This is an optimization exercise on Yosys and OpenROAD, whose aim is small area and a short achievable clock period, not a production implementation. RTL that was checked went through simulation tests only; none was proved equivalent to the original. The RTL of runs 3 to 6 was laid out without a check of its function. Power is estimated from default activity; no workload was simulated.

## flow/flow/run.sh

```bash
#!/bin/bash
# standard layout, with the port buffers made of buf_1 cells instead of the
# resizer's default pick (a delay buffer)
set -euo pipefail
export BUFFER_PORTS_ARGS="-buffer_cell sky130_fd_sc_hd__buf_1"
bash standard.sh > standard.log 2>&1
```

## flow/standard.sh

```bash
#!/bin/bash
# synth_recipe.tcl (not shown) runs the flow's synth.tcl, then flattens the netlist and writes it again
# the make line also repeats each setting of config.mk as NAME=value (left out here)
make -C /OpenROAD-flow-scripts/flow DESIGN_CONFIG=/design/flow/config.mk WORK_HOME=/design/flow/orfs CLKGATE_MAP_FILE= SYNTH_SCRIPT=/design/flow/synth_recipe.tcl "${@:-finish}"
```

## flow/config.mk

```make
export PLATFORM = sky130hd
export DESIGN_NAME = multichannel_strike_peak_detector
export DESIGN_NICKNAME = multichannel_strike_peak_detector
export VERILOG_FILES = /design/flow/design.v
export SDC_FILE = /design/flow/constraint.sdc
export NUM_CORES = 4
export LEC_CHECK = 0
export ABC_AREA = 1
export CAP_MARGIN = 20
export CORE_MARGIN = 2
export CORE_UTILIZATION = 40
export CTS_CLUSTER_DIAMETER = 100
export CTS_CLUSTER_SIZE = 24
export SETUP_SLACK_MARGIN = 3.5
export SLEW_MARGIN = 20
```

## flow/constraint.sdc

```tcl
create_clock -name core_clock -period 6.5 [get_ports {clk}]
set_input_delay 1.3000 -clock core_clock [delete_from_list [all_inputs] [get_ports {clk}]]
set_output_delay 1.3000 -clock core_clock [all_outputs]
set_load 0.01 [all_outputs]
```

## flow/design.v

```verilog
package mspd_pkg;
  localparam int CHANNELS = 4;
  localparam int IN_CH    = 4;
  localparam int LANES    = (CHANNELS < IN_CH) ? CHANNELS : IN_CH;
  localparam int SAMPLE_W = 10;
  localparam int PEAK_W   = 10;
  localparam int CH_W     = 2;
  localparam int TIME_W   = 32;
  localparam int THR_W    = 10;
  localparam int WIN_W    = 16;
  localparam int CFG_W    = 16;
  localparam logic [SAMPLE_W:0] MID_RAIL = 11'd512;
  localparam logic [THR_W-1:0] THRESHOLD_RESET = 10'd80;
  localparam logic [WIN_W-1:0] WINDOW_RESET    = 16'd20;
  localparam logic REG_THRESHOLD = 1'b0;
  localparam logic REG_WINDOW    = 1'b1;
  localparam logic OP_SAMPLE = 1'b0;
  localparam logic OP_POLL   = 1'b1;
  typedef struct packed {
    logic              done;
    logic [PEAK_W-1:0] peak;
  } lane_fin_t;
  typedef struct packed {
    logic              valid;
    logic [CH_W-1:0]   channel;
    logic [PEAK_W-1:0] peak;
  } result_t;
endpackage
module mspd_lane (
  input  logic                            clk,
  input  logic                            rst_n,
  input  logic                            sample_en,
  input  logic [mspd_pkg::SAMPLE_W-1:0]   sample,
  input  logic [mspd_pkg::TIME_W-1:0]     now_ms,
  input  logic [10:0]                     thr2m1,     
  input  logic                            thr_zero,
  input  logic [15:0]                     lo_m_win,   
  input  logic                            lo_wrap,    
  output logic                            fin,        
  output logic [mspd_pkg::PEAK_W-1:0]     peak        
);
  logic                           active_r;
  logic [mspd_pkg::PEAK_W-1:0]    peak_r;
  logic [mspd_pkg::TIME_W-1:0]    start_r;
  logic [mspd_pkg::PEAK_W-1:0]    key;
  logic                           gt;
  logic                           trig;
  logic                           expired;
  assign key     = {sample[8:0] ^ {9{~sample[9]}}, ~sample[9]};
  mspd_cmp #(.W(10)) u_gt   (.a(key),          .b(peak_r),        .ci(1'b0), .y(gt));
  logic ge_thr;
  mspd_cmp #(.W(11)) u_trig (.a({1'b0, key}),  .b(thr2m1),        .ci(1'b1), .y(ge_thr));
  assign trig    = thr_zero || ge_thr;
  logic        c1, c2, lt, hz;
  logic [15:0] ah, ch;
  mspd_cmp #(.W(16)) u_c1 (.a(now_ms[15:0]),  .b(start_r[15:0]), .ci(1'b1), .y(c1));
  mspd_cmp #(.W(16)) u_c2 (.a(start_r[15:0]), .b(lo_m_win),      .ci(1'b0), .y(c2));
  assign lt  = lo_wrap ? (c1 || c2) : (c1 && c2);
  assign ah  = now_ms[31:16];
  assign ch  = ~start_r[31:16];
  assign hz  = ((ah[0] ^ ch[0]) == c1) &&
               (((ah[15:1] ^ ch[15:1]) ^ (ah[14:0] | ch[14:0])) == 15'd0);
  assign expired = !(hz && lt);
  assign fin     = active_r && expired;
  assign peak    = peak_r;
  always_ff @(posedge clk) begin
    if (!rst_n)
      active_r <= 1'b0;
    else if (sample_en)
      active_r <= active_r ? !expired : trig;
  end
  always_ff @(posedge clk) begin
    if (!active_r)
      start_r <= now_ms;
    if (!active_r || (sample_en && gt))
      peak_r <= key;
  end
endmodule
module mspd_cmp #(
  parameter int W = 16
) (
  input  logic [W-1:0] a,
  input  logic [W-1:0] b,
  input  logic         ci,
  output logic         y
);
  localparam int L = (W < 2) ? 1 : (W < 4) ? 2 : (W < 8) ? 3 : (W < 16) ? 4 : (W < 32) ? 5 : 6;
  localparam int N = 1 << L;
  logic [N-1:0] g [L+1];
  logic [N-1:0] p [L+1];
  for (genvar i = 0; i < N; i++) begin : g_leaf
    if (i == 0) begin : g_ci
      assign g[0][i] = ci;
      assign p[0][i] = 1'b0;
    end else if (i <= W) begin : g_bit
      assign g[0][i] = a[i-1] & ~b[i-1];
      assign p[0][i] = a[i-1] | ~b[i-1];
    end else begin : g_pad
      assign g[0][i] = 1'b0;
      assign p[0][i] = 1'b1;
    end
  end
  for (genvar k = 1; k <= L; k++) begin : g_lvl
    for (genvar i = 0; i < (N >> k); i++) begin : g_node
      assign g[k][i] = g[k-1][2*i+1] | (p[k-1][2*i+1] & g[k-1][2*i]);
      assign p[k][i] = p[k-1][2*i+1] & p[k-1][2*i];
    end
    if ((N >> k) < N) begin : g_fill
      assign g[k][N-1:(N >> k)] = '0;
      assign p[k][N-1:(N >> k)] = '0;
    end
  end
  assign y = g[L][0];
endmodule
module mspd_merge (
  input  logic                                       clk,
  input  logic                                       rst_n,
  input  logic                                       sample_acc,
  input  logic                                       poll_acc,
  input  logic [mspd_pkg::LANES-1:0]                 fin,
  input  logic [mspd_pkg::LANES*mspd_pkg::PEAK_W-1:0] peak,
  output logic                                       full,
  output logic [mspd_pkg::CH_W-1:0]                  slot_ch,
  output logic [mspd_pkg::PEAK_W-1:0]                slot_peak
);
  logic                         pend_r;
  logic [mspd_pkg::LANES-1:0]   fin_r;
  logic [mspd_pkg::CH_W-1:0]    win_ch;
  logic [mspd_pkg::PEAK_W-1:0]  win_key;
  assign full = pend_r || (|fin_r);
  always_comb begin
    win_ch  = '0;
    win_key = peak[0 +: mspd_pkg::PEAK_W];
    for (int i = mspd_pkg::LANES - 1; i > 0; i--) begin
      if (fin_r[i]) begin
        win_ch  = mspd_pkg::CH_W'(i);
        win_key = peak[i*mspd_pkg::PEAK_W +: mspd_pkg::PEAK_W];
      end
    end
    if (fin_r[0]) begin
      win_ch  = '0;
      win_key = peak[0 +: mspd_pkg::PEAK_W];
    end
  end
  always_ff @(posedge clk) begin
    if (!rst_n) begin
      pend_r <= 1'b0;
      fin_r  <= '0;
    end else begin
      pend_r <= full && !poll_acc;
      fin_r  <= (sample_acc && !full) ? fin : '0;
    end
  end
  always_ff @(posedge clk) begin
    if (|fin_r) begin
      slot_ch   <= win_ch;
      slot_peak <= {1'b0, win_key[9:1]} + {9'd0, win_key[0]};
    end
  end
endmodule
module multichannel_strike_peak_detector (
  input  logic                              clk,
  input  logic                              rst_n,
  input  logic                              cfg_we,
  input  logic                              cfg_index,
  input  logic [mspd_pkg::CFG_W-1:0]        cfg_wdata,
  input  logic                              in_valid,
  output logic                              in_ready,
  input  logic                              in_op,
  input  logic [mspd_pkg::SAMPLE_W-1:0]     in_sample_ch0,
  input  logic [mspd_pkg::SAMPLE_W-1:0]     in_sample_ch1,
  input  logic [mspd_pkg::SAMPLE_W-1:0]     in_sample_ch2,
  input  logic [mspd_pkg::SAMPLE_W-1:0]     in_sample_ch3,
  input  logic [mspd_pkg::TIME_W-1:0]       in_now_ms,
  output logic                              out_valid,
  input  logic                              out_ready,
  output logic                              out_event_valid,
  output logic [mspd_pkg::CH_W-1:0]         out_event_channel,
  output logic [mspd_pkg::PEAK_W-1:0]       out_event_peak
);
  logic [mspd_pkg::THR_W-1:0]  thr_r;
  logic [mspd_pkg::WIN_W-1:0]  win_r;
  logic [10:0]                 thr2m1;
  logic                        thr_zero;
  logic                        in_acc;
  logic                        sample_en;
  logic                        poll_en;
  logic                        full;
  logic [mspd_pkg::SAMPLE_W-1:0]               samples [mspd_pkg::IN_CH];
  logic [mspd_pkg::LANES-1:0]                  fin;
  logic [mspd_pkg::LANES*mspd_pkg::PEAK_W-1:0] peak;
  logic [mspd_pkg::CH_W-1:0]                   slot_ch;
  logic [mspd_pkg::PEAK_W-1:0]                 slot_peak;
  logic                        out_valid_r;
  logic                        ev_r;
  assign samples[0] = in_sample_ch0;
  assign samples[1] = in_sample_ch1;
  assign samples[2] = in_sample_ch2;
  assign samples[3] = in_sample_ch3;
  assign in_ready  = !out_valid_r || out_ready;
  assign in_acc    = in_valid && in_ready;
  assign sample_en = in_acc && (in_op == mspd_pkg::OP_SAMPLE);
  assign poll_en   = in_acc && (in_op == mspd_pkg::OP_POLL);
  always_ff @(posedge clk) begin
    if (!rst_n) begin
      thr_r <= mspd_pkg::THRESHOLD_RESET;
      win_r <= mspd_pkg::WINDOW_RESET;
    end else if (cfg_we) begin
      if (cfg_index == mspd_pkg::REG_WINDOW)
        win_r <= cfg_wdata[mspd_pkg::WIN_W-1:0];
      else
        thr_r <= cfg_wdata[mspd_pkg::THR_W-1:0];
    end
  end
  assign thr2m1   = {thr_r, 1'b0} - 11'd1;
  assign thr_zero = (thr_r == '0);
  logic [16:0] lo_m_win;
  assign lo_m_win = {1'b0, in_now_ms[15:0]} - {1'b0, win_r};
  for (genvar g = 0; g < mspd_pkg::LANES; g++) begin : g_lane
    mspd_lane u_lane (
      .clk       (clk),
      .rst_n     (rst_n),
      .sample_en (sample_en),
      .sample    (samples[g]),
      .now_ms    (in_now_ms),
      .thr2m1    (thr2m1),
      .thr_zero  (thr_zero),
      .lo_m_win  (lo_m_win[15:0]),
      .lo_wrap   (lo_m_win[16]),
      .fin       (fin[g]),
      .peak      (peak[g*mspd_pkg::PEAK_W +: mspd_pkg::PEAK_W])
    );
  end
  mspd_merge u_merge (
    .clk        (clk),
    .rst_n      (rst_n),
    .sample_acc (sample_en),
    .poll_acc   (poll_en),
    .fin        (fin),
    .peak       (peak),
    .full       (full),
    .slot_ch    (slot_ch),
    .slot_peak  (slot_peak)
  );
  always_ff @(posedge clk) begin
    if (!rst_n) begin
      out_valid_r <= 1'b0;
    end else if (in_acc) begin
      out_valid_r <= 1'b1;
    end else if (out_ready) begin
      out_valid_r <= 1'b0;
    end
    if (in_acc) begin
      ev_r <= (in_op == mspd_pkg::OP_POLL) && full;
    end
  end
  assign out_valid         = out_valid_r;
  assign out_event_valid   = ev_r;
  assign out_event_channel = ev_r ? slot_ch : '0;
  assign out_event_peak    = ev_r ? slot_peak : '0;
endmodule
```

==> summary.txt, run 1 <==
* Sum Neg Setup Slack at 0 ps
* Worst Hold Class: flop to flop
* Arr. time, crit path at 3540 ps
* Slew Viols, Final at 0
* Hold wc startpoint: win_r[15]
* Clk root buf: clkbuf_16
* RSZ-0062 raised after global routing: yes
* Required @ worst endpoint at 6930 ps
* Num Clock Sinks at 217
* I/O pin total at between 100 and 150
* Cell count after synthesis at ~1700
* Min Hold Slack at about 480 ps
* Wire per inst at roughly 17 um
* DRC Markers at 0
* IO Port Bufs at around 110
* Final setup viols at 0
* H-tree levels at 1
* R2r endpoint: u_merge.slot_peak[8]
* Layout cells sized above 1 at 0.101
* Avg Inst Size Synth at 8.04 um^2
* Hold buffers post-CTS at 0
* Sequential element share of the synthesized area at 0.439
* # fillers at between 3000 and 4000
* Critical path type: input port to flop
* Worst setup SP type: input port
* Pin count of the biggest net entering global routing at 35
* Final period util at 0.479
* Antenna diode count at 0
* Routability cong. at roughly 0.93
* Leading cell type in the layout, fill and taps excluded: nand2_1
* Starting Density at 0.406
* Min-Delay Endpoint: win_r[15]
* Die height at ~190 um
* Seq cells post-synth at ~220
* Fin crit period at a little over 3000 ps
* Fraction of registers with async set/reset at 0
* Grt ovf at 0
* Worst Reg-to-Reg Cells at 12
* Hpwl dp at between 30000 and 40000 um
* R2r setup slk at about 3800 ps
* Status: complete, no violations
* First-pass GRT wire length at just over 60000 um
* Non-Filler Instances at roughly 2300
* Antenna-violating nets left at 0
* EDFF count, synth at between 150 and 200
* Area grow syn2layout at 14.9%
* CTS tree: yes
* Drt pass-1 iters at 5
* Via count at about 12000
* Slew HR at 0.454
* Hold Path Cell Cnt at 2
* Clock Pin Slew Worst Setup and Hold Paths at 90 ps
* P_leak at between 7 and 8 nW
* Critical Path Max Stage Delay at 440 ps
* Final hold vios at 0
* Clock latency (worst-skew pair) at 500 ps
* Nets@finish at roughly 2000
* Commonest cells after routing, fill and taps aside: nand2_1, inv_1, edfxtp_1, nor2_1, nand3_1
* Initial antenna violation count at 0
* Total CTS buffers at 14
* Die width at between 150 and 200 um
* Worst-path cell chain: buf_12 -> inv_16 -> ha_4 -> inv_4 -> fa_2 -> nand2_2 -> nand2_4 -> nand3_4 -> nand2_4 -> nand2_4 -> nand3_4 -> nand2_4 -> buf_6 -> nor2_4 -> a21oi_2 -> nand2_1 -> nand2_1 -> nand3_2 -> nand2_2 -> nand2_2 -> nand2_2 -> nand2_1 -> nor2_1
* Max_cap viols at 0
* Vias in the first global route at 11323
* Placed insts at around 2300
* Vias per cell at ~5.2
* Post-Syn Area at 0.0140 mm^2
* Clk buf depth at 3
* Syn. warnings at 14
* Syn Nets at around 1900
* Fmax at between 0.3 and 0.4 GHz
* FP Rows at just under 70
* Reg2reg start: u_merge.fin_r[2]
* Max FO, Critical Path at 5
* Worst-Margin Slew at between 800 and 900 ps
* Core Area at between 0.03 and 0.04 mm^2
* Dominant synthesized flop cell: edfxtp_1
* Library cells used by synthesis at 47
* Slowest CP cell: fa_2
* Pwr dens at roughly 240 mW/mm^2
* All-layer global routing usage at 0.213
* 1st-iter DRT viols at ~960
* Peak supply drop at 0.237 mV
* Crit end category: flop
* Die area at around 0.037 mm^2
* Setup Skew at roughly 20 ps
* Post-Route WL at a little under 40000 um
## metal layers
layer	track usage	routed length (um)
met5	0	0
met4	0.0530	941
met3	0.0195	1950
met2	0.364	18700
met1	0.289	17700
## power breakdown
part / total [mW] / switching (mW) / internal, mW
registers: 1.74 / 0.0750 / 1.67
clock network: 0.960 / 0.515 / 0.445
logic: 1.15 / 0.750 / 0.401
## timing repair
item                                    4_1_cts  5_1_grt
gates resized for setup                      93       47
buffers inserted                              5        3
endpoints found under the setup margin       48       39
cloned                                        0        0
pin swaps                                    35       23
## critical path: cells and delay by family
| family | cells | cell delay, ps |
|---|---|---|
| simple gates | 16 | 1280 |
| compound gates | 1 | 100 |
| buf+inv | 4 | 310 |
| fa+ha+maj | 2 | 560 |
## metrics by stage
stage	area, um^2	setup WS, ps	utilization	power [mW]
after detailed placement	15000	2560	0.435	2.82
after floorplan	14100	3270	-	2.49
final	16100	3390	0.466	3.85
after global routing	16100	3280	0.466	4.08
after CTS	15900	3430	0.461	3.85
after global placement	15000	2550	0.435	2.81
## cell families after synthesis
family                     Yosys count  share of synthesized area
AOI/OAI and AO/OA                  282                      0.116
buffers and inverters              309                     0.0836
adders and majority gates           80                     0.0719
DFF                                217                      0.439
xor gates and xnor gates            86                     0.0543
and+or+nand+nor                    769                      0.235
## worst max-delay path by stage
stage	cells past startpoint	endpoint	slack [ps]	from
CTS	22	u_merge.fin_r[2]	3430	in_now_ms[0]
global route	24	u_merge.fin_r[0]	3280	in_now_ms[0]
detailed placement	22	u_merge.fin_r[2]	2560	in_now_ms[0]
finish	23	u_merge.fin_r[3]	3390	in_now_ms[0]
global placement	22	u_merge.fin_r[2]	2550	in_now_ms[0]
floorplan	18	u_merge.fin_r[2]	3270	in_now_ms[0]
## synth_stat cells (4+ instances only)
| cell | n | area share |
|---|---|---|
| a21oi_1 | 76 | 0.027 |
| a21oi_2 | 5 | 0.0031 |
| a221oi_1 | 5 | 0.0031 |
| buf_2 | 4 | 0.0014 |
| clkbuf_1 | 9 | 0.0024 |
| dfxtp_1 | 36 | 0.051 |
| edfxtp_1 | 181 | 0.39 |
| ha_1 | 79 | 0.070 |
| inv_1 | 288 | 0.077 |
| inv_2 | 4 | 0.0011 |
| nand2_1 | 414 | 0.11 |
| nand2_2 | 24 | 0.011 |
| nand3_1 | 135 | 0.048 |
| nand3_2 | 4 | 0.0029 |
| nand4_1 | 14 | 0.0062 |
| nor2_1 | 132 | 0.035 |
| nor3_1 | 15 | 0.0054 |
| nor4_1 | 11 | 0.0049 |
| o211ai_1 | 24 | 0.013 |
| o21ai_0 | 116 | 0.041 |
| o221ai_1 | 6 | 0.0037 |
| o22ai_1 | 29 | 0.013 |
| o31ai_1 | 4 | 0.0021 |
| or2_2 | 4 | 0.0018 |
| xnor2_1 | 36 | 0.022 |
| xor2_1 | 49 | 0.031 |
## sequential cells by signal (all words and copies together) (netlist names)
signal,cells
g_lane.u_lane.start_r,128
g_lane.u_lane.peak_r,40
win_r,16
thr_r,10
u_merge.slot_peak,10
g_lane.u_lane.active_r,4
u_merge.fin_r,4
u_merge.slot_ch,2
ev_r,1
out_valid_r,1
u_merge.pend_r,1
## final cells by class
class,count,area [um^2],area share
clock buffers,19,390,0.0242
flip-flops and latches,217,6160,0.382
repair buffers,123,567,0.0352
well taps,455,569,0.0353
inverters,293,1120,0.0694
clock inverters,5,58.8,0.00365
multi-input cells,1217,7250,0.450
==> run 2: changes to the inputs <==
--- a/flow/config.mk
+++ b/flow/config.mk
@@ -9,7 +9,8 @@
 export CAP_MARGIN = 20
 export CORE_MARGIN = 2
 export CORE_UTILIZATION = 40
-export CTS_CLUSTER_DIAMETER = 100
-export CTS_CLUSTER_SIZE = 24
+export CTS_BUF_LIST = sky130_fd_sc_hd__clkbuf_8
+export CTS_CLUSTER_DIAMETER = 60
+export CTS_CLUSTER_SIZE = 14
 export SETUP_SLACK_MARGIN = 3.5
 export SLEW_MARGIN = 20
==> summary.txt, run 2 <==
* Sum Neg Setup Slack at 0 ps (unchanged)
* Top cell type by total area after synthesis: edfxtp_1
* Worst setup path startpoint: in_now_ms[0]
* Clock latency (worst-skew pair) at 590 ps (+90 ps)
* RSZ-0062 raised after global routing: yes
* Crit end category: flop
* Worst-Margin Slew at 781 ps (-36.3 ps)
* IO Port Bufs at 109 (unchanged)
* Count leader, synth: nand2_1
* Worst setup SP type: input port
* Setup Skew at 25.4 ps (+5.42 ps)
* Fin crit period at 3010 ps (-97.9 ps)
* I/O pin total at 110 (unchanged)
* Final period util at 0.464 (-0.0151)
* Top reg by flops: g_lane.u_lane.start_r
* Buf+Inv Stages, Crit Path at 3 (-1)
* Post-Synth XOR/XNOR Area at 0.0543 (unchanged)
* Clock power frac at 0.257 (+0.008)
* Pre-CTS setup slack at 2560 ps (unchanged)
* All-layer global routing usage at 0.213 (+0.000883)
* Pin count of the biggest net entering global routing at 35 (unchanged)
* Fin util at 0.471 (+0.00474)
* Post-synthesis adder-cell area fraction at 0.0719 (unchanged)
* 1st-iter DRT viols at 759 (-21%)
* Layout cells sized above 1 at 0.116 (+0.0147)
* Starting Density at 0.406 (unchanged)
* First-pass GRT wire length at 60700 um (-0.12%)
* Avg Inst Size Synth at 8.04 um^2 (unchanged)
* Leading cell type in the layout, fill and taps excluded: nand2_1
* Post-Syn Area at 0.0140 mm^2 (unchanged)
* Pwr dens at 240 mW/mm^2 (+0.50%)
* Worst-path cell chain: buf_12 -> inv_16 -> ha_4 -> inv_4 -> fa_2 -> nand2_2 -> nand2_4 -> nand3_4 -> nand2_4 -> nand2_4 -> nand2_4 -> nand2_8 -> nand2_4 -> a21oi_4 -> nand4_1 -> a21oi_2 -> nand2_2 -> nand2_1 -> nor2_1
* FP Rows at 68 (unchanged)
* CTS tree: yes
* Critical Path Max Stage Delay at 430 ps (about the same)
* Total CTS buffers at 25 (+11)
* Seq cells post-synth at 217 (unchanged)
* Psw at 1.40 mW (+4.5%)
* Fmax at 0.332 GHz (+3.2%)
* Worst Hold Class: flop to flop
* Arr. time, crit path at 3500 ps (-40 ps)
* P_leak at 7.35 nW (+1.2%)
* Post-synthesis simple-gate area fraction at 0.235 (unchanged)
* Reg2reg start: u_merge.fin_r[2]
* Wire per inst at 16.8 um (-0.42%)
* Proportion of synthesized area in mux cells at 0 (unchanged)
* DRC Markers at 0 (unchanged)
* Hold wc startpoint: win_r[15]
* Final setup viols at 0 (unchanged)
* Sequential fraction of design power at 0.445 (-0.007)
* R2r setup slk at 3710 ps (-50 ps)
* Cell count after synthesis at 1743 (unchanged)
* Most used cell, CP: nand2_4
* Main combinational cell family by area after synthesis: simple AND/OR/NAND/NOR gates
* Core Area at 0.0345 mm^2 (unchanged)
* Vias in the first global route at 11288 (-0.31%)
* Synth area leaders: edfxtp_1, nand2_1, inv_1
* Clk root buf: clkbuf_8
* R2r endpoint: u_merge.slot_peak[8]
* Dominant synthesized flop cell: edfxtp_1
* Final hold vios at 0 (unchanged)
* Critical path type: input port to flop
* Max reg flops at 128 (unchanged)
* Post-Route WL at 39500 um (+0.52%)
* Pint at 2.51 mW (about the same)
* Grt ovf at 0 (unchanged)
* Vias per cell at 5.16 (about the same)
* Syn Nets at 1918 (unchanged)
* Via count at 12130 (+0.97%)
* Worst Reg-to-Reg Cells at 12 (unchanged)
* Max FO, Critical Path at 8 (+3)
* Area grow syn2layout at 16.1%
* Slowest CP cell: fa_2
* Die area at 0.0366 mm^2 (unchanged)
* Status: complete, no violations
* CP delay by family, top: simple AND/OR/NAND/NOR gates
* Clock Pin Slew Worst Setup and Hold Paths at 90 ps (about the same)
* Comb pwr share at 0.298 (about the same)
* Routability cong. at 0.934 (unchanged)
* Initial antenna violation count at 0 (unchanged)
* Antenna diode count at 0 (unchanged)
* H-tree levels at 1 (unchanged)
* Drt pass-1 iters at 5 (unchanged)
* Synth Area in Compound Gates at 0.116 (unchanged)
* Share of the synthesized area in the top cell type at 0.388 (unchanged)
* Syn. warnings at 14 (unchanged)
* EDFF count, synth at 181 (unchanged)
* Max_cap viols at 0 (unchanged)
* Die height at 191 um (unchanged)
* Clk buf depth at 3 (unchanged)
* Num Clock Sinks at 217 (unchanged)
* Critical path endpoint: u_merge.fin_r[2]
* Fraction of registers with async set/reset at 0 (unchanged)
* Commonest cells after routing, fill and taps aside: nand2_1, inv_1, edfxtp_1, nor2_1, nand3_1
* Peak supply drop at 0.163 mV (-31%)
* Fin worst setup slack at 3490 ps (+97.9 ps)
* Hpwl dp at 30600 um (unchanged)
* Required @ worst endpoint at 6990 ps (+60 ps)
* Switching share of power at 0.358 (+0.0103)
* Library cells used by synthesis at 47 (unchanged)
* Die width at 191 um (unchanged)
* # fillers at 3486 (+0.26%)
* Slew HR at 0.478 (+0.0243)
* Critical path depth at 19 (-17%)
* Sequential element share of the synthesized area at 0.439 (unchanged)
* Commonest cells post-synth: nand2_1, inv_1, edfxtp_1
* Antenna-violating nets left at 0 (unchanged)
* Nets@finish at 2053 (+0.59%)
* Top flop regs: g_lane.u_lane.start_r (128), g_lane.u_lane.peak_r (40), win_r (16)
* Slew Viols, Final at 0 (unchanged)
[run 2: changes by cell type in the layout (fill, tap and decap cells not counted), sizes merged]
cell,change
inv,+11
clkinv,+2
bufinv,+1
clkbuf,+16
buf,-8
[run 2: repair_timing]
item,CTS,global route
pin swaps,12,43
buffers inserted,1,8
setup endpoints to repair,28,47
hold buffers,0,0
gates resized for setup,47,114
[run 2: worst min path at each step]
stage                endpoint  slack (ps)  cells past startpoint
global placement     win_r[5]         450                      2
detailed placement   win_r[6]         450                      2
finish              win_r[15]         480                      2
CTS                  win_r[5]         470                      2
global route        win_r[15]         490                      2
floorplan           win_r[10]         430                      2
[run 2: power groups by stage]
stage          registers (mW)  logic (mW)  clock network, mW
2_1_floorplan            1.74       0.751                  0
3_3_place_gp             1.77        1.04                  0
3_5_place_dp             1.77        1.05                  0
4_1_cts                  1.74        1.08               1.04
5_1_grt                  1.75        1.31               1.09
6_report                 1.74        1.16               1.01
[run 2: kinds of logic (layout without fill, tap and decap cells)]
family / after synthesis / after routing
flip-flops: 217 / 217
adder cells (fa/ha/maj): 80 / 80
XOR/XNOR: 86 / 86
buffers and inverters: 309 / 462
AO/OA/AOI/OAI: 282 / 282
AND/OR/NAND/NOR: 769 / 769
[run 2: metal layers]
metal | share of wire | up-vias | wire [um] | GRT usage
met3 | 0.057 | 54 | 2250 | 0.0250
li1 | - | 6106 | - | -
met2 | 0.47 | 357 | 18500 | 0.362
met5 | 0 | - | 0 | 0
met4 | 0.026 | 0 | 1030 | 0.0604
met1 | 0.45 | 5613 | 17700 | 0.287
[run 2: cell type report]
class,count,area [um^2],area share
clock inverters,19,156,0.00961
multi-input cells,1217,7320,0.450
clock buffers,26,358,0.0220
flip-flops and latches,217,6160,0.378
inverters,293,1120,0.0687
repair buffers,124,594,0.0365
well taps,455,569,0.0350
[run 2: worst reg2reg max path, stage by stage, from the launching register on]
cell and delay, ps:
dfxtp_1 420, inv_2 200, nand2_1 270, o21ai_0 390
o211ai_1 140, o21ai_0 110, ha_1 190, ha_1 180
and3_1 200, nand3_1 110, nor2_1 120, nand2_1 70
xor2_1 160
[run 2: metrics by stage]
| stage | instances | power [mW] | hold WS, ps | area (um^2) |
|---|---|---|---|---|
| 6_report | 2351 | 3.91 | 477 | 16300 |
| 5_1_grt | 2351 | 4.14 | 493 | 16300 |
| 4_1_cts | 2343 | 3.86 | 474 | 15700 |
| 3_5_place_dp | 2297 | 2.82 | 455 | 15000 |
| 3_3_place_gp | 2297 | 2.81 | 449 | 15000 |
| 2_1_floorplan | 1743 | 2.49 | 433 | 14100 |
==> run 3: changes to the inputs <==
--- a/flow/design.v
+++ b/flow/design.v
@@ -84,33 +84,12 @@
   input  logic         ci,
   output logic         y
 );
-  localparam int L = (W < 2) ? 1 : (W < 4) ? 2 : (W < 8) ? 3 : (W < 16) ? 4 : (W < 32) ? 5 : 6;
-  localparam int N = 1 << L;
-  logic [N-1:0] g [L+1];
-  logic [N-1:0] p [L+1];
-  for (genvar i = 0; i < N; i++) begin : g_leaf
-    if (i == 0) begin : g_ci
-      assign g[0][i] = ci;
-      assign p[0][i] = 1'b0;
-    end else if (i <= W) begin : g_bit
-      assign g[0][i] = a[i-1] & ~b[i-1];
-      assign p[0][i] = a[i-1] | ~b[i-1];
-    end else begin : g_pad
-      assign g[0][i] = 1'b0;
-      assign p[0][i] = 1'b1;
-    end
-  end
-  for (genvar k = 1; k <= L; k++) begin : g_lvl
-    for (genvar i = 0; i < (N >> k); i++) begin : g_node
-      assign g[k][i] = g[k-1][2*i+1] | (p[k-1][2*i+1] & g[k-1][2*i]);
-      assign p[k][i] = p[k-1][2*i+1] & p[k-1][2*i];
-    end
-    if ((N >> k) < N) begin : g_fill
-      assign g[k][N-1:(N >> k)] = '0;
-      assign p[k][N-1:(N >> k)] = '0;
-    end
-  end
-  assign y = g[L][0];
+  logic [W:0] c;
+  assign c[0] = ci;
+  for (genvar i = 0; i < W; i++) begin : g_bit
+    assign c[i+1] = (a[i] & ~b[i]) | ((a[i] | ~b[i]) & c[i]);
+  end
+  assign y = c[W];
 endmodule
 module mspd_merge (
   input  logic                                       clk,
==> flow/flow/run.sh (replaced) <==
#!/bin/bash
# standard layout, with the port buffers made of buf_2 cells instead of the
# resizer's default pick (a delay buffer)
set -euo pipefail
export BUFFER_PORTS_ARGS="-buffer_cell sky130_fd_sc_hd__buf_2"
bash standard.sh > standard.log 2>&1
--- a/flow/config.mk
+++ b/flow/config.mk
@@ -9,8 +9,7 @@
 export CAP_MARGIN = 20
 export CORE_MARGIN = 2
 export CORE_UTILIZATION = 40
-export CTS_BUF_LIST = sky130_fd_sc_hd__clkbuf_8
-export CTS_CLUSTER_DIAMETER = 60
-export CTS_CLUSTER_SIZE = 14
+export CTS_CLUSTER_DIAMETER = 100
+export CTS_CLUSTER_SIZE = 24
 export SETUP_SLACK_MARGIN = 3.5
 export SLEW_MARGIN = 20
==> summary.txt, run 3 <==
* Commonest cells post-synth: nand2_1, inv_1, edfxtp_1
* Setup Skew at 17.5 ps (-7.96 ps)
* Antenna-violating nets left at 0 (unchanged)
* Pin count of the biggest net entering global routing at 35 (unchanged)
* Critical Path Max Stage Delay at 460 ps (+30 ps)
* Starting Density at 0.406 (+0.000466)
* Leading cell type in the layout, fill and taps excluded: nand2_1
* Min Hold Slack at 466 ps (-10.3 ps)
* Core Area at 0.0325 mm^2 (-5.8%)
* # fillers at 3210 (-7.9%)
* Worst setup SP type: input port
* H-tree levels at 1 (unchanged)
* Post-Syn Area at 0.0132 mm^2 (-5.7%)
* Fraction of registers with async set/reset at 0 (unchanged)
* Peak supply drop at 0.148 mV (-9.3%)
* Max reg flops at 128 (unchanged)
* Worst Hold Class: flop to flop
* Nets@finish at 1863 (-9.3%)
* Via count at 10811 (-11%)
* 1st-iter DRT viols at 719 (-5.3%)
* Top flop regs: g_lane.u_lane.start_r (128), g_lane.u_lane.peak_r (40), win_r (16)
* DRC Markers at 0 (unchanged)
* Arr. time, crit path at 3810 ps (+310 ps)
* Cell count after synthesis at 1566 (-10%)
* Hold buffers post-CTS at 0 (unchanged)
* Vias in the first global route at 10315 (-8.6%)
* FP Rows at 66 (-2.9%)
* R2r endpoint: g_lane[3].u_lane.active_r
* Die width at 186 um (-2.8%)
* Hpwl dp at 26100 um (-15%)
* Post-Route WL at 33700 um (-15%)
* Clk buf depth at 3 (unchanged)
* Layout cells sized above 1 at 0.137 (+0.0219)
* Final period util at 0.520 (+0.0561)
* Seq cells post-synth at 217 (unchanged)
* Hold wc startpoint: win_r[8]
* All-layer global routing usage at 0.196 (-0.0173)
* Final setup viols at 0 (unchanged)
* Critical path type: input port to flop
* Reg2reg start: thr_r[0]
* Max_cap viols at 0 (unchanged)
* Most used cell, CP: nand2_1
* Min-Delay Endpoint: win_r[8]
* Status: complete, no violations
* Synth area leaders: edfxtp_1, nand2_1, inv_1
* Vias per cell at 5.05 (-2.1%)
* Final hold vios at 0 (unchanged)
* Fin crit period at 3380 ps (+364 ps)
* Clock Pin Slew Worst Setup and Hold Paths at 90 ps (about the same)
* First-pass GRT wire length at 53200 um (-12%)
* Avg Inst Size Synth at 8.44 um^2 (+5.0%)
* R2r setup slk at 3520 ps (-190 ps)
* CTS tree: yes
* Slowest CP cell: fa_2
* Worst-Margin Slew at 809 ps (+28.7 ps)
* Commonest cells after routing, fill and taps aside: nand2_1, inv_1, edfxtp_1, o21ai_0, buf_2
* IO Port Bufs at 109 (unchanged)
* Num Clock Sinks at 217 (unchanged)
* Clk root buf: clkbuf_16
* Max FO, Critical Path at 5 (-3)
* Slew HR at 0.459 (-0.0190)
* Crit end category: flop
* RSZ-0062 raised after global routing: yes
* Library cells used by synthesis at 50 (+6.4%)
* Grt ovf at 0 (unchanged)
* Share of the synthesized area in the top cell type at 0.411 (+0.0234)
* P_leak at 7.03 nW (-4.4%)
* EDFF count, synth at 181 (unchanged)
* Drt pass-1 iters at 5 (unchanged)
* Total CTS buffers at 14 (-44%)
* Fin util at 0.467 (-0.00378)
* Die height at 186 um (-2.8%)
* Routability cong. at 0.881 (-5.6%)
* Slew Viols, Final at 0 (unchanged)
* Dominant synthesized flop cell: edfxtp_1
* Sum Neg Setup Slack at 0 ps (unchanged)
* Pwr dens at 240 mW/mm^2 (-0.25%)
* Post-route cell area at 0.0152 mm^2 (-6.6%)
* I/O pin total at 110 (unchanged)
* Initial antenna violation count at 2 (+2)
* Die area at 0.0345 mm^2 (-5.6%)
* Sequential element share of the synthesized area at 0.466 (+0.0265)
* Placed cell area at 0.0144 mm^2 (-4.5%)
* Hold Path Cell Cnt at 2 (unchanged)
* Syn Nets at 1741 (-9.2%)
* Count leader, synth: nand2_1
* Required @ worst endpoint at 6930 ps (-60 ps)
* Area grow syn2layout at 15.0%
* Worst Reg-to-Reg Cells at 18 (+6)
* Fmax at 0.296 GHz (-11%)
* Clock latency (worst-skew pair) at 490 ps (-100 ps)
* Wire per inst at 15.8 um (-6.2%)
* Syn. warnings at 5 (-9)
* Top cell type by total area after synthesis: edfxtp_1
* Top reg by flops: g_lane.u_lane.start_r
run 3: changes by cell type after synthesis, moves of 12 or more:
cell and change:
nor2_1 -74, nand3_1 -63, o22ai_1 +31, nand2_2 -19
inv_1 -14, xnor2_1 -12
run 3: layer usage:
metal,routed length (um),global-route usage
met5,0,0
met4,725,0.0469
met3,1670,0.0254
met2,15800,0.334
met1,15500,0.265
run 3: per-stage QoR:
stage / total power, mW / cells / worst slack, ps
floorplan: 2.40 / 1566 / 3040
global placement: 2.66 / 2103 / 2430
detailed placement: 2.67 / 2103 / 2410
CTS: 3.65 / 2135 / 3200
global route: 3.87 / 2138 / 2900
finish: 3.64 / 2140 / 3120
run 3: power breakdown:
group          leakage, nW  switching (mW)  internal (mW)
registers             2.17          0.0787           1.66
clock network        0.216           0.502          0.442
logic                 4.64           0.599          0.363
total                 7.03            1.18           2.46
run 3: kinds of logic (layout without fill, tap and decap cells):
kind of cell,count (synthesis),in the layout,share of synthesized area
simple gates,583,583,0.180
compound gates,322,322,0.147
buf+inv,296,426,0.0852
flops,217,217,0.466
fa+ha+maj,80,80,0.0763
xor+xnor,68,68,0.0467
other cells,0,2,0
run 3: worst max-delay path: cells and delay by family:
kind            cells  cell delay, ps
simple gates       19            1440
fa+ha+maj           2             580
buf+inv             5             420
compound gates      1              80
run 3: layout make-up:
cell class / instances / area (um^2) / area share
timing repair buffer: 124 / 689 / 0.0453
clock buffer: 18 / 387 / 0.0254
inverter: 278 / 1060 / 0.0700
multi-input combinational: 1053 / 6290 / 0.414
antenna: 2 / 5.00 / 0.000329
tap: 442 / 553 / 0.0364
sequential: 217 / 6160 / 0.405
clock inverter: 6 / 63.8 / 0.00420
run 3: worst max path at each step:
stage,slack (ps),from,to
after floorplan,3040,in_now_ms[0],u_merge.fin_r[1]
after global placement,2430,in_now_ms[0],u_merge.fin_r[1]
after detailed placement,2410,in_now_ms[0],u_merge.fin_r[1]
after CTS,3200,in_now_ms[0],u_merge.fin_r[0]
after global routing,2900,in_now_ms[0],u_merge.fin_r[2]
final,3120,in_now_ms[0],u_merge.fin_r[0]
run 3: repair_timing:
item / in CTS / in global routing
pin swaps: 22 / 23
setup endpoints to repair: 8 / 53
resized for setup: 31 / 42
buffers inserted: 8 / 3
==> run 4: changes to the inputs <==
--- a/flow/design.v
+++ b/flow/design.v
@@ -47,14 +47,14 @@
   logic                           trig;
   logic                           expired;
   assign key     = {sample[8:0] ^ {9{~sample[9]}}, ~sample[9]};
-  mspd_cmp #(.W(10)) u_gt   (.a(key),          .b(peak_r),        .ci(1'b0), .y(gt));
+  mspd_cmp #(.W(10), .G(1)) u_gt   (.a(key),          .b(peak_r),        .ci(1'b0), .y(gt));
   logic ge_thr;
-  mspd_cmp #(.W(11)) u_trig (.a({1'b0, key}),  .b(thr2m1),        .ci(1'b1), .y(ge_thr));
+  mspd_cmp #(.W(11), .G(1)) u_trig (.a({1'b0, key}),  .b(thr2m1),        .ci(1'b1), .y(ge_thr));
   assign trig    = thr_zero || ge_thr;
   logic        c1, c2, lt, hz;
   logic [15:0] ah, ch;
-  mspd_cmp #(.W(16)) u_c1 (.a(now_ms[15:0]),  .b(start_r[15:0]), .ci(1'b1), .y(c1));
-  mspd_cmp #(.W(16)) u_c2 (.a(start_r[15:0]), .b(lo_m_win),      .ci(1'b0), .y(c2));
+  mspd_cmp #(.W(16), .G(8)) u_c1 (.a(now_ms[15:0]),  .b(start_r[15:0]), .ci(1'b1), .y(c1));
+  mspd_cmp #(.W(16), .G(8)) u_c2 (.a(start_r[15:0]), .b(lo_m_win),      .ci(1'b0), .y(c2));
   assign lt  = lo_wrap ? (c1 || c2) : (c1 && c2);
   assign ah  = now_ms[31:16];
   assign ch  = ~start_r[31:16];
@@ -77,19 +77,56 @@
   end
 endmodule
 module mspd_cmp #(
-  parameter int W = 16
+  parameter int W = 16,
+  parameter int G = 4
 ) (
   input  logic [W-1:0] a,
   input  logic [W-1:0] b,
   input  logic         ci,
   output logic         y
 );
-  logic [W:0] c;
-  assign c[0] = ci;
-  for (genvar i = 0; i < W; i++) begin : g_bit
-    assign c[i+1] = (a[i] & ~b[i]) | ((a[i] | ~b[i]) & c[i]);
-  end
-  assign y = c[W];
+  localparam int NG = (W + G - 1) / G;
+  localparam int L  = (NG < 2) ? 1 : (NG < 4) ? 2 : (NG < 8) ? 3 : (NG < 16) ? 4 : (NG < 32) ? 5 : 6;
+  localparam int N  = 1 << L;
+  logic [N-1:0] g [L+1];
+  logic [N-1:0] p [L+1];
+  for (genvar i = 0; i < N; i++) begin : g_leaf
+    if (i == 0) begin : g_ci
+      assign g[0][i] = ci;
+      assign p[0][i] = 1'b0;
+    end else if (i <= NG) begin : g_grp
+      logic [G:0] gc;
+      logic [G:0] pc;
+      assign gc[0] = 1'b0;
+      assign pc[0] = 1'b1;
+      for (genvar j = 0; j < G; j++) begin : g_bit
+        localparam int K = (i - 1) * G + j;
+        if (K < W) begin : g_in
+          assign gc[j+1] = (a[K] & ~b[K]) | ((a[K] | ~b[K]) & gc[j]);
+          assign pc[j+1] = (a[K] | ~b[K]) & pc[j];
+        end else begin : g_out
+          assign gc[j+1] = gc[j];
+          assign pc[j+1] = pc[j];
+        end
+      end
+      assign g[0][i] = gc[G];
+      assign p[0][i] = pc[G];
+    end else begin : g_pad
+      assign g[0][i] = 1'b0;
+      assign p[0][i] = 1'b1;
+    end
+  end
+  for (genvar k = 1; k <= L; k++) begin : g_lvl
+    for (genvar i = 0; i < (N >> k); i++) begin : g_node
+      assign g[k][i] = g[k-1][2*i+1] | (p[k-1][2*i+1] & g[k-1][2*i]);
+      assign p[k][i] = p[k-1][2*i+1] & p[k-1][2*i];
+    end
+    if ((N >> k) < N) begin : g_fill
+      assign g[k][N-1:(N >> k)] = '0;
+      assign p[k][N-1:(N >> k)] = '0;
+    end
+  end
+  assign y = g[L][0];
 endmodule
 module mspd_merge (
   input  logic                                       clk,
==> summary.txt, run 4 <==
* Top reg by flops: g_lane.u_lane.start_r
* Min-Delay Endpoint: win_r[11]
* P_leak at 7.25 nW (+3.1%)
* 1st-iter DRT viols at 785 (+9.2%)
* Num Clock Sinks at 217 (unchanged)
* Hold wc startpoint: win_r[11]
* Fmax at 0.318 GHz (+7.3%)
* Initial antenna violation count at 0 (-2)
* Clock Pin Slew Worst Setup and Hold Paths at 100 ps (about the same)
* I/O pin total at 110 (unchanged)
* Final hold vios at 0 (unchanged)
* Share of the synthesized area in the top cell type at 0.398 (-0.0131)
* Pin count of the biggest net entering global routing at 35 (unchanged)
* Top flop regs: g_lane.u_lane.start_r (128), g_lane.u_lane.peak_r (40), win_r (16)
* Syn. warnings at 14 (+9)
* Clk buf depth at 3 (unchanged)
* Hpwl dp at 28900 um (+11%)
* Required @ worst endpoint at 6900 ps (-30 ps)
* Top routing layer in use: met4
* Via count at 11426 (+5.7%)
* Hold Path Cell Cnt at 2 (unchanged)
* Crit end category: flop
* Layout cells sized above 1 at 0.148 (+0.0109)
* Library cells used by synthesis at 54 (+8.0%)
* Antenna-violating nets left at 0 (unchanged)
* IO Port Bufs at 109 (unchanged)
* Grt ovf at 0 (unchanged)
* EDFF count, synth at 181 (unchanged)
* Fin crit period at 3150 ps (-231 ps)
* Commonest cells post-synth: nand2_1, inv_1, edfxtp_1
* Setup Skew at 20.4 ps (+2.96 ps)
* Total CTS buffers at 14 (unchanged)
* Worst Hold Class: flop to flop
* Avg Inst Size Synth at 8.33 um^2 (-1.4%)
* Antenna diode count at 0 (-2)
* H-tree levels at 1 (unchanged)
* Hold buffers post-CTS at 0 (unchanged)
* Sum Neg Setup Slack at 0 ps (unchanged)
* Pwr dens at 241 mW/mm^2 (+0.75%)
* First-pass GRT wire length at 58700 um (+10%)
* Max_cap viols at 0 (unchanged)
* Peak supply drop at 0.182 mV (+23%)
* Count leader, synth: nand2_1
* Seq cells post-synth at 217 (unchanged)
* Clk root buf: clkbuf_16
* Max FO, Critical Path at 8 (+3)
* Post-Route WL at 37200 um (+10%)
* Final period util at 0.484 (-0.0355)
* Arr. time, crit path at 3550 ps (-260 ps)
* Worst setup SP type: input port
* Drt pass-1 iters at 5 (unchanged)
* Die width at 189 um (+1.6%)
* Core Area at 0.0336 mm^2 (+3.3%)
* Critical path type: input port to flop
* Die height at 189 um (+1.6%)
* Slew HR at 0.422 (-0.0376)
* Post-Syn Area at 0.0137 mm^2 (+3.3%)
* Nets@finish at 1942 (+4.2%)
* Status: complete, no violations
* Routability cong. at 0.937 (+6.3%)
* Starting Density at 0.406 (about the same)
* FP Rows at 67 (+1.5%)
* Worst Reg-to-Reg Cells at 20 (+2)
* Cell count after synthesis at 1640 (+4.7%)
* R2r setup slk at 3760 ps (+240 ps)
* Clock latency (worst-skew pair) at 500 ps (about the same)
* Final Power at 3.79 mW (+4.1%)
* Vias in the first global route at 10939 (+6.0%)
* Final setup viols at 0 (unchanged)
* Vias per cell at 5.14 (+1.8%)
* DRC Markers at 0 (unchanged)
* Wire length on met2 at 16900 um (+6.8%)
* Top cell type by total area after synthesis: edfxtp_1
* Sequential element share of the synthesized area at 0.451 (-0.0148)
* Met3 WL at 1780 um (+6.7%)
* Syn Nets at 1815 (+4.3%)
* All-layer global routing usage at 0.208 (+0.0120)
* Die area at 0.0356 mm^2 (+3.2%)
* Area grow syn2layout at 15.0% (about the same)
* Fraction of registers with async set/reset at 0 (unchanged)
* Routed length on met1 at 17800 um (+15%)
* Commonest cells after routing, fill and taps aside: nand2_1, inv_1, edfxtp_1, o21ai_0, buf_2
* Reg2reg start: win_r[0]
* CTS tree: yes
* R2r endpoint: u_merge.fin_r[2]
* Worst-Margin Slew at 867 ps (+57.4 ps)
* Max reg flops at 128 (unchanged)
* Synth area leaders: edfxtp_1, nand2_1, inv_1
* Dominant synthesized flop cell: edfxtp_1
* Leading cell type in the layout, fill and taps excluded: nand2_1
* RSZ-0062 raised after global routing: yes
* Wire per inst at 16.8 um (+6.3%)
* Slew Viols, Final at 0 (unchanged)
run 4: where the power goes:
group	internal [mW]	switching, mW
Clock	0.463	0.513
Combinational	0.391	0.680
Sequential	1.67	0.0809
run 4: cells by family (layout without fill, tap and decap cells):
kind of cell / Yosys count / after routing / share of synthesized area
buffers and inverters: 294 / 428 / 0.0813
AND/OR/NAND/NOR: 663 / 663 / 0.207
adder cells (fa/ha/maj): 80 / 80 / 0.0738
XOR/XNOR: 83 / 83 / 0.0554
flip-flops: 217 / 217 / 0.451
AO/OA/AOI/OAI: 303 / 303 / 0.131
run 4: how the worst max path moves through the flow:
stage,from,endpoint,slack (ps),cells past startpoint
CTS,in_now_ms[0],u_merge.fin_r[3],3430,23
detailed placement,in_now_ms[0],u_merge.fin_r[2],2650,21
floorplan,in_now_ms[0],u_merge.fin_r[3],3180,22
global route,in_now_ms[0],u_merge.fin_r[0],3200,23
global placement,in_now_ms[0],u_merge.fin_r[1],2720,22
finish,in_now_ms[0],u_merge.fin_r[2],3350,22
run 4: area by class of cell:
type / count / area [um^2]
timing repair buffer: 128 / 723
clock inverter: 5 / 57.6
inverter: 277 / 1060
tap: 448 / 561
sequential: 217 / 6160
fill: 3270 / 17900
clock buffer: 18 / 408
multi-input combinational: 1129 / 6740
run 4: worst max-delay path, cell delays in order:
cell and delay, ps:
buf_12 120, inv_16 40, ha_4 120, inv_4 30
fa_2 430, nand2_2 80, nand3_2 80, nand2_4 100
inv_4 50, nand3_4 70, nand3_4 100, nand2_4 120
o21ai_0 100, a21oi_2 130, buf_6 150, nand4_1 80
nand2_1 70, nand2_1 60, nor2_2 110, nand2_2 80
nand2_1 70, nor2_1 40
run 4: routing by layer:
| layer | vias up | global-route usage |
|---|---|---|
| li1 | 5771 | - |
| met1 | 5301 | 0.297 |
| met2 | 314 | 0.341 |
| met3 | 40 | 0.0222 |
| met4 | 0 | 0.0466 |
| met5 | - | 0 |
run 4: per-stage QoR:
step / setup WS (ps) / hold WS (ps) / instance area (um^2) / util / instances
3_3_place_gp: 2720 / 455 / 14800 / 0.440 / 2184
5_1_grt: 3200 / 515 / 15700 / 0.467 / 2222
3_5_place_dp: 2650 / 469 / 14800 / 0.440 / 2184
6_report: 3350 / 482 / 15700 / 0.467 / 2222
4_1_cts: 3430 / 482 / 15600 / 0.464 / 2220
2_1_floorplan: 3180 / 433 / 13700 / - / 1640
run 4: repair_timing:
| action | in CTS | in global routing |
|---|---|---|
| setup buffers | 13 | 2 |
| resized for setup | 61 | 40 |
| pin swaps | 27 | 30 |
| setup endpoints to repair | 8 | 10 |
==> run 5: changes to the inputs <==
--- a/flow/design.v
+++ b/flow/design.v
@@ -230,8 +230,10 @@
   end
   assign thr2m1   = {thr_r, 1'b0} - 11'd1;
   assign thr_zero = (thr_r == '0);
+  logic [16:0] lo_sum;
   logic [16:0] lo_m_win;
-  assign lo_m_win = {1'b0, in_now_ms[15:0]} - {1'b0, win_r};
+  assign lo_sum   = {1'b0, ~in_now_ms[15:0]} + {1'b0, win_r};
+  assign lo_m_win = {lo_sum[16], ~lo_sum[15:0]};
   for (genvar g = 0; g < mspd_pkg::LANES; g++) begin : g_lane
     mspd_lane u_lane (
       .clk       (clk),
==> summary.txt, run 5 <==
* Critical Path Max Stage Delay at 380 ps (-50 ps)
* Slew HR at 0.472 (+0.0500)
* Initial antenna violation count at 0 (unchanged)
* 1st-iter DRT viols at 883 (+12%)
* CP delay by family, top: simple AND/OR/NAND/NOR gates
* RSZ-0062 raised after global routing: yes
* R2r setup slk at 3720 ps (-40 ps)
* Slew Viols, Final at 0 (unchanged)
* Clk buf depth at 3 (unchanged)
* Top flop regs: g_lane.u_lane.start_r (128), g_lane.u_lane.peak_r (40), win_r (16)
* Library cells used by synthesis at 52 (-3.7%)
* Worst-Margin Slew at 792 ps (-74.9 ps)
* First-pass GRT wire length at 57500 um (-2.0%)
* All-layer global routing usage at 0.201 (-0.00672)
* Status: complete, no violations
* Arr. time, crit path at 3570 ps (+20 ps)
* CTS tree: yes
* P_leak at 7.38 nW (+1.8%)
* Sequential element share of the synthesized area at 0.449 (-0.00152)
* Worst Reg-to-Reg Cells at 9 (-55%)
* Wire length on met2 at 17200 um (+1.6%)
* IO Port Bufs at 109 (unchanged)
* Seq cells post-synth at 217 (unchanged)
* Final setup viols at 0 (unchanged)
* Hpwl dp at 28200 um (-2.2%)
* Syn. warnings at 14 (unchanged)
* Worst Hold Class: flop to flop
* Synth area leaders: edfxtp_1, nand2_1, inv_1
* Via count at 11669 (+2.1%)
* Layout cells sized above 1 at 0.169 (+0.0208)
* Routed length on met1 at 17100 um (-4.1%)
* Wire per inst at 16.4 um (-2.3%)
* Cell count after synthesis at 1677 (+2.3%)
* Clock latency (worst-skew pair) at 500 ps (about the same)
* Crit end category: flop
* Commonest cells post-synth: nand2_1, inv_1, edfxtp_1
* Final Power at 3.73 mW (-1.6%)
* Final hold vios at 0 (unchanged)
* Buf+Inv Stages, Crit Path at 3 (-2)
* EDFF count, synth at 181 (unchanged)
* # fillers at 3308 (+1.2%)
* I/O pin total at 110 (unchanged)
* Slowest CP cell: fa_2
* Vias in the first global route at 11168 (+2.1%)
* FP Rows at 67 (unchanged)
* Share of the synthesized area in the top cell type at 0.397 (-0.00134)
* Routability cong. at 0.957 (+2.1%)
* Clock Pin Slew Worst Setup and Hold Paths at 90 ps (about the same)
* Syn Nets at 1852 (+2.0%)
* Peak supply drop at 0.169 mV (-7.6%)
* Pwr dens at 235 mW/mm^2 (-2.6%)
* Top reg by flops: g_lane.u_lane.start_r
* Antenna diode count at 0 (unchanged)
* Min Hold Slack at 511 ps (+29.7 ps)
* Max reg flops at 128 (unchanged)
* Post-Route WL at 37000 um (-0.73%)
* Avg Inst Size Synth at 8.17 um^2 (-1.9%)
* Die width at 189 um (+0.16%)
* Count leader, synth: nand2_1
* Final period util at 0.484 (about the same)
* Die height at 189 um (+0.16%)
* Max FO, Critical Path at 5 (-3)
* Sum Neg Setup Slack at 0 ps (unchanged)
* Antenna-violating nets left at 0 (unchanged)
* Starting Density at 0.408 (+0.00138)
* Worst setup path startpoint: in_now_ms[0]
* Drt pass-1 iters at 5 (unchanged)
* Vias per cell at 5.17 (+0.50%)
* Commonest cells after routing, fill and taps aside: nand2_1, inv_1, edfxtp_1, nor2_1, buf_2
* Clk root buf: clkbuf_16
* Worst-path cell chain: buf_12 -> inv_12 -> ha_4 -> fa_2 -> buf_4 -> nand3_2 -> nand3_2 -> nand2_2 -> nand2_4 -> or2_1 -> nand3_1 -> nand3_1 -> nand2_2 -> nand3_2 -> nand2_1 -> nand2_1 -> nand2_1 -> nand2_1 -> nand2_2 -> nand2_2 -> nor2_2
* Critical path depth at 21 (-4.5%)
* Fmax at 0.318 GHz (about the same)
* Fraction of registers with async set/reset at 0 (unchanged)
* Worst setup SP type: input port
* Max_cap viols at 0 (unchanged)
* Required @ worst endpoint at 6930 ps (+30 ps)
* Core Area at 0.0336 mm^2 (unchanged)
* Pin count of the biggest net entering global routing at 35 (unchanged)
* H-tree levels at 1 (unchanged)
* Dominant synthesized flop cell: edfxtp_1
* Met3 WL at 1780 um (+0.17%)
* Total CTS buffers at 14 (unchanged)
* Setup Skew at 17.7 ps (-2.72 ps)
* Area grow syn2layout at 15.8%
* Hold buffers post-CTS at 0 (unchanged)
* R2r endpoint: u_merge.slot_peak[8]
* Num Clock Sinks at 217 (unchanged)
* DRC Markers at 0 (unchanged)
* Critical path type: input port to flop
* Post-Syn Area at 0.0137 mm^2 (+0.34%)
* Critical path endpoint: u_merge.fin_r[0]
* Nets@finish at 1979 (+1.9%)
* Fin crit period at 3150 ps (-2.03 ps)
* Die area at 0.0358 mm^2 (+0.33%)
* Reg2reg start: u_merge.fin_r[1]
* Leading cell type in the layout, fill and taps excluded: nand2_1
* Grt ovf at 0 (unchanged)
* Top cell type by total area after synthesis: edfxtp_1
* Top routing layer in use: met4
==> run 5: cell types whose count changed in the layout (fill, tap and decap cells not counted), sizes merged, moves of 5 or more <==
cell      before  now
nand2        412  449
a21oi         76   43
nor2         101  120
xor2          66   51
nand3         94  107
o22ai         40   46
or2           11   17
buf          127  122
clkinvlp       0    5
nor4           3    8
==> run 5: layout make-up <==
cell class | count | area, um^2 | area share
flip-flops and latches | 217 | 6160 | 0.388
clock inverters | 6 | 55.1 | 0.00347
multi-input cells | 1163 | 6870 | 0.433
well taps | 448 | 561 | 0.0353
repair buffers | 126 | 719 | 0.0453
inverters | 282 | 1110 | 0.0700
clock buffers | 16 | 400 | 0.0252
==> run 5: report_power, final <==
group / switching (mW) / internal (mW)
sequential: 0.0834 / 1.66
combinational: 0.645 / 0.372
clock: 0.510 / 0.458
==> run 5: metal layers <==
metal / vias to the layer above / GRT usage
met1: 5420 / 0.276
met4: 0 / 0.0511
met2: 308 / 0.344
met5: - / 0
met3: 57 / 0.0178
li1: 5884 / -
==> run 5: what timing repair did <==
item | in CTS | in global routing
resized for setup | 24 | 120
cloned | 0 | 0
setup buffers | 6 | 7
endpoints found under the setup margin | 8 | 29
pin swaps | 12 | 59
==> run 5: how the worst min path moves through the flow <==
stage,start,endpoint,slack [ps],depth (start not counted)
floorplan,win_r[10],win_r[10],460,2
global placement,win_r[10],win_r[10],480,2
detailed placement,win_r[8],win_r[8],500,2
CTS,win_r[8],win_r[8],510,2
global route,out_valid_r,out_valid_r,550,2
finish,out_valid_r,out_valid_r,510,2
==> run 5: worst min-delay path: stages (launching register included) <==
cell and delay (ps):
dfxtp_1 320, nand2_1 90, a21oi_1 60
==> run 5: per-stage QoR <==
step	std cells	setup WS [ps]	util	cell area, um^2
6_report	2258	3350	0.472	15900
3_3_place_gp	2223	2640	0.442	14900
2_1_floorplan	1677	3280	-	13800
3_5_place_dp	2223	2640	0.442	14900
4_1_cts	2251	3320	0.460	15500
5_1_grt	2258	3240	0.472	15900
==> run 5: kinds of logic (layout without fill, tap and decap cells) <==
logic type               count (synthesis)  in the layout  synth area share
AO/OA/AOI/OAI                          276            276             0.120
buffers and inverters                  297            430            0.0819
XOR/XNOR                                66             66            0.0441
adder cells (fa/ha/maj)                 80             80            0.0736
flip-flops                             217            217             0.449
AND/OR/NAND/NOR                        741            741             0.231
==> run 6: changes to the inputs <==
--- a/flow/design.v
+++ b/flow/design.v
@@ -53,7 +53,7 @@
   assign trig    = thr_zero || ge_thr;
   logic        c1, c2, lt, hz;
   logic [15:0] ah, ch;
-  mspd_cmp #(.W(16), .G(8)) u_c1 (.a(now_ms[15:0]),  .b(start_r[15:0]), .ci(1'b1), .y(c1));
+  mspd_cmp #(.W(16), .G(16)) u_c1 (.a(now_ms[15:0]),  .b(start_r[15:0]), .ci(1'b1), .y(c1));
   mspd_cmp #(.W(16), .G(8)) u_c2 (.a(start_r[15:0]), .b(lo_m_win),      .ci(1'b0), .y(c2));
   assign lt  = lo_wrap ? (c1 || c2) : (c1 && c2);
   assign ah  = now_ms[31:16];
==> summary.txt, run 6 <==
* Status: complete, no violations
* Worst-path cell chain: buf_12 -> clkinv_16 -> ha_4 -> inv_2 -> fa_2 -> inv_4 -> nor2_1 -> o21ai_1 -> o21ai_1 -> a21oi_1 -> o22ai_1 -> nand3_1 -> nand2_1 -> nand3_2 -> nand4_1 -> nand3b_1 -> nand3_1 -> nand2_1 -> nand2_2 -> nand2_1 -> nor2_1
* Leading cell type in the layout, fill and taps excluded: nand2_1
* Commonest cells after routing, fill and taps aside: nand2_1, inv_1, edfxtp_1, buf_2, nor2_1
* Max_cap viols at 0 (unchanged)
* Crit end category: flop
* Antenna diode count at 0 (unchanged)
* Routability cong. at 0.955 (-0.23%)
* Worst-Margin Slew at 746 ps (-46.1 ps)
* Sum Neg Setup Slack at 0 ps (unchanged)
* Layout cells sized above 1 at 0.160 (-0.00875)
* Critical Path Max Stage Delay at 440 ps (+60 ps)
* Post-synthesis simple-gate area fraction at 0.215 (-0.0162)
* R2r endpoint: g_lane[0].u_lane.active_r
* Arr. time, crit path at 3690 ps (+120 ps)
* Clock latency (worst-skew pair) at 500 ps (about the same)
* FP Rows at 67 (unchanged)
* Post-Synth XOR/XNOR Area at 0.0536 (+0.00949)
* Area grow syn2layout at 16.2%
* EDFF count, synth at 181 (unchanged)
* Syn Nets at 1820 (-1.7%)
* Vias per cell at 5.09 (-1.4%)
* Starting Density at 0.406 (-0.00138)
* CTS tree: yes
* Final period util at 0.508 (+0.0237)
* Hpwl dp at 29700 um (+5.2%)
* Top flop regs: g_lane.u_lane.start_r (128), g_lane.u_lane.peak_r (40), win_r (16)
* Slew Viols, Final at 0 (unchanged)
* Top reg by flops: g_lane.u_lane.start_r
* Fraction of registers with async set/reset at 0 (unchanged)
* Max reg flops at 128 (unchanged)
* Initial antenna violation count at 0 (unchanged)
* RSZ-0062 raised after global routing: yes
* I/O pin total at 110 (unchanged)
* Final hold vios at 0 (unchanged)
* Drt pass-1 iters at 5 (unchanged)
* Critical path type: input port to flop
* Post-Syn Area at 0.0137 mm^2 (-0.34%)
* Num Clock Sinks at 217 (unchanged)
* Sequential element share of the synthesized area at 0.451 (+0.00152)
* Hold Path Cell Cnt at 2 (unchanged)
* P_leak at 7.39 nW (+0.10%)
* Proportion of synthesized area in mux cells at 0 (unchanged)
* Required @ worst endpoint at 6890 ps (-40 ps)
* Final Power at 3.75 mW (+0.39%)
* Vias in the first global route at 11062 (-0.95%)
* Die area at 0.0356 mm^2 (-0.33%)
* Commonest cells post-synth: nand2_1, inv_1, edfxtp_1
* Die width at 189 um (-0.16%)
* Via count at 11369 (-2.6%)
* Synth area leaders: edfxtp_1, nand2_1, inv_1
* Grt ovf at 0 (unchanged)
* CP delay by family, top: simple AND/OR/NAND/NOR gates
* Hold wc startpoint: win_r[14]
* IO Port Bufs at 109 (unchanged)
* Main combinational cell family by area after synthesis: simple AND/OR/NAND/NOR gates
* Final setup viols at 0 (unchanged)
* Max FO, Critical Path at 8 (+3)
* Syn. warnings at 17 (+3)
* Total CTS buffers at 14 (unchanged)
* Cell count after synthesis at 1645 (-1.9%)
* Avg Inst Size Synth at 8.30 um^2 (+1.6%)
* Reg2reg start: thr_r[0]
* Hold buffers post-CTS at 0 (unchanged)
* H-tree levels at 1 (unchanged)
* Setup Skew at 33.0 ps (+15.3 ps)
* Die height at 189 um (-0.16%)
* Fmax at 0.303 GHz (-4.7%)
* Fin crit period at 3300 ps (+154 ps)
* Clk buf depth at 3 (unchanged)
* Buf+Inv Stages, Crit Path at 4 (+1)
* Peak supply drop at 0.261 mV (+55%)
* 1st-iter DRT viols at 805 (-8.8%)
* Dominant synthesized flop cell: edfxtp_1
* Wire per inst at 17.1 um (+4.3%)
* Library cells used by synthesis at 52 (unchanged)
* Min-Delay Endpoint: win_r[14]
* Pin count of the biggest net entering global routing at 35 (unchanged)
* Seq cells post-synth at 217 (unchanged)
* Pwr dens at 236 mW/mm^2 (+0.46%)
* R2r setup slk at 3730 ps (about the same)
* Slew HR at 0.501 (+0.0299)
* First-pass GRT wire length at 59800 um (+3.9%)
* Clk root buf: clkbuf_16
* Core Area at 0.0336 mm^2 (unchanged)
* Clock Pin Slew Worst Setup and Hold Paths at 100 ps (about the same)
* Synth Area in Compound Gates at 0.120 (+0.000132)
* Worst Hold Class: flop to flop
* Slowest CP cell: fa_2
* Share of the synthesized area in the top cell type at 0.398 (+0.00134)
* Count leader, synth: nand2_1
* Worst Reg-to-Reg Cells at 16 (+7)
* DRC Markers at 0 (unchanged)
* Post-Route WL at 38100 um (+3.1%)
* Most used cell, CP: nand2_1
* Antenna-violating nets left at 0 (unchanged)
* Nets@finish at 1951 (-1.4%)
* Pre-CTS setup slack at 2370 ps (-265 ps)
* Post-synthesis adder-cell area fraction at 0.0738 (+0.000249)
* Fin worst setup slack at 3200 ps (-154 ps)
* Top cell type by total area after synthesis: edfxtp_1
* Worst setup SP type: input port
* All-layer global routing usage at 0.213 (+0.0116)
[run 6: changes by cell type after synthesis, moves of 5 or more]
cell      before  now
nor4_1         8   14
inv_1        268  283
nor2_1       116  101
a21oi_1       41   48
nand3_1      106   77
o211ai_1      17   24
nand2_1      435  413
or2_2         16   11
o221ai_1      12    6
o21ai_0      116   89
o22ai_1       46   55
xor2_1        49   60
[run 6: cells by family after synthesis]
family / count (synthesis)
compound gates: 271
buf+inv: 313
xor+xnor: 81
simple gates: 683
flops: 217
fa+ha+maj: 80
[run 6: layout make-up]
| cell class | count | area [um^2] |
|---|---|---|
| Multi-Input combinational cell | 1115 | 6750 |
| Tap cell | 448 | 561 |
| Sequential cell | 217 | 6160 |
| Inverter | 297 | 1180 |
| Fill cell | 3286 | 17800 |
| Clock buffer | 19 | 390 |
| Timing Repair Buffer | 131 | 753 |
| Clock inverter | 5 | 77.6 |
[run 6: how the worst max path moves through the flow]
stage,startpoint,to,slack (ps),cells after the start
floorplan,in_now_ms[0],g_lane[2].u_lane.active_r,3240,22
global placement,in_now_ms[0],u_merge.fin_r[2],2360,25
detailed placement,in_now_ms[0],u_merge.fin_r[2],2370,25
CTS,in_now_ms[0],u_merge.fin_r[2],3250,24
global route,in_now_ms[0],u_merge.fin_r[2],3100,24
finish,in_now_ms[0],u_merge.fin_r[0],3200,21
[run 6: tightest hold or removal path: stages, from the launching register on]
cell,delay (ps)
dfxtp_1,330
nor2_1,50
nor2_1,80
[run 6: per-stage QoR]
stage | util | hold slack [ps] | cell area (um^2) | cells
final | 0.472 | 499 | 15900 | 2232
after global routing | 0.472 | 522 | 15900 | 2232
after CTS | 0.466 | 506 | 15700 | 2228
after detailed placement | 0.445 | 489 | 15000 | 2190
after global placement | 0.445 | 481 | 15000 | 2190
after floorplan | - | 458 | 13900 | 1645
[run 6: layer usage]
layer  vias up  track usage  share of wire
li1       5767            -              -
met1      5309        0.284           0.46
met2       242        0.370           0.48
met3        51       0.0188          0.034
met4         0       0.0601          0.028
met5         -            0              0
[run 6: what timing repair did]
| item | 4_1_cts | 5_1_grt |
|---|---|---|
| setup buffers | 14 | 4 |
| pin swaps | 21 | 9 |
| setup endpoints to repair | 8 | 49 |
| resized for setup | 48 | 39 |
[run 6: report_power, final]
part / total (mW) / switching [mW] / internal [mW]
registers: 1.75 / 0.0917 / 1.66
logic: 1.03 / 0.654 / 0.380
clock network: 0.958 / 0.494 / 0.463
total: 3.75 / 1.24 / 2.51

[separate check: timing with driven ports]
How much do the figures lean on ideal ports? The routed layouts below were timed once more, with nothing changed but the port constraints.
Step 1: set_driving_cell puts a clkbuf_16 on clk and a buf_2 on each other input, an assumption about the parent block.
Step 2 also shifts input and output timing later by t, the mid clock arrival at the registers, as if the neighbouring blocks saw the same clock.
Slacks: ideal ports / drivers / drivers and shift; pairs: ideal ports / drivers.
run	t, ns	slack for setup (ns)	worst register clock-pin slew, ns	worst data-port slew with drivers (ns)
run 1	0.542	3.388 / 3.390 / 2.848	0.10 / 0.10	0.06
run 2	0.636	3.486 / 3.486 / 2.850	0.10 / 0.10	0.06
run 3	0.536	3.122 / 3.125 / 2.589	0.11 / 0.11	0.08
run 4	0.546	3.353 / 3.356 / 2.810	0.10 / 0.10	0.06
run 5	0.539	3.355 / 3.338 / 2.799	0.10 / 0.10	0.06
run 6	0.529	3.200 / 3.183 / 2.654	0.10 / 0.10	0.06
After both steps every run listed still meets setup and hold. The setup slack of run 2, which loses most, moves by 0.000 ns with the drivers and by -0.636 ns with both steps.
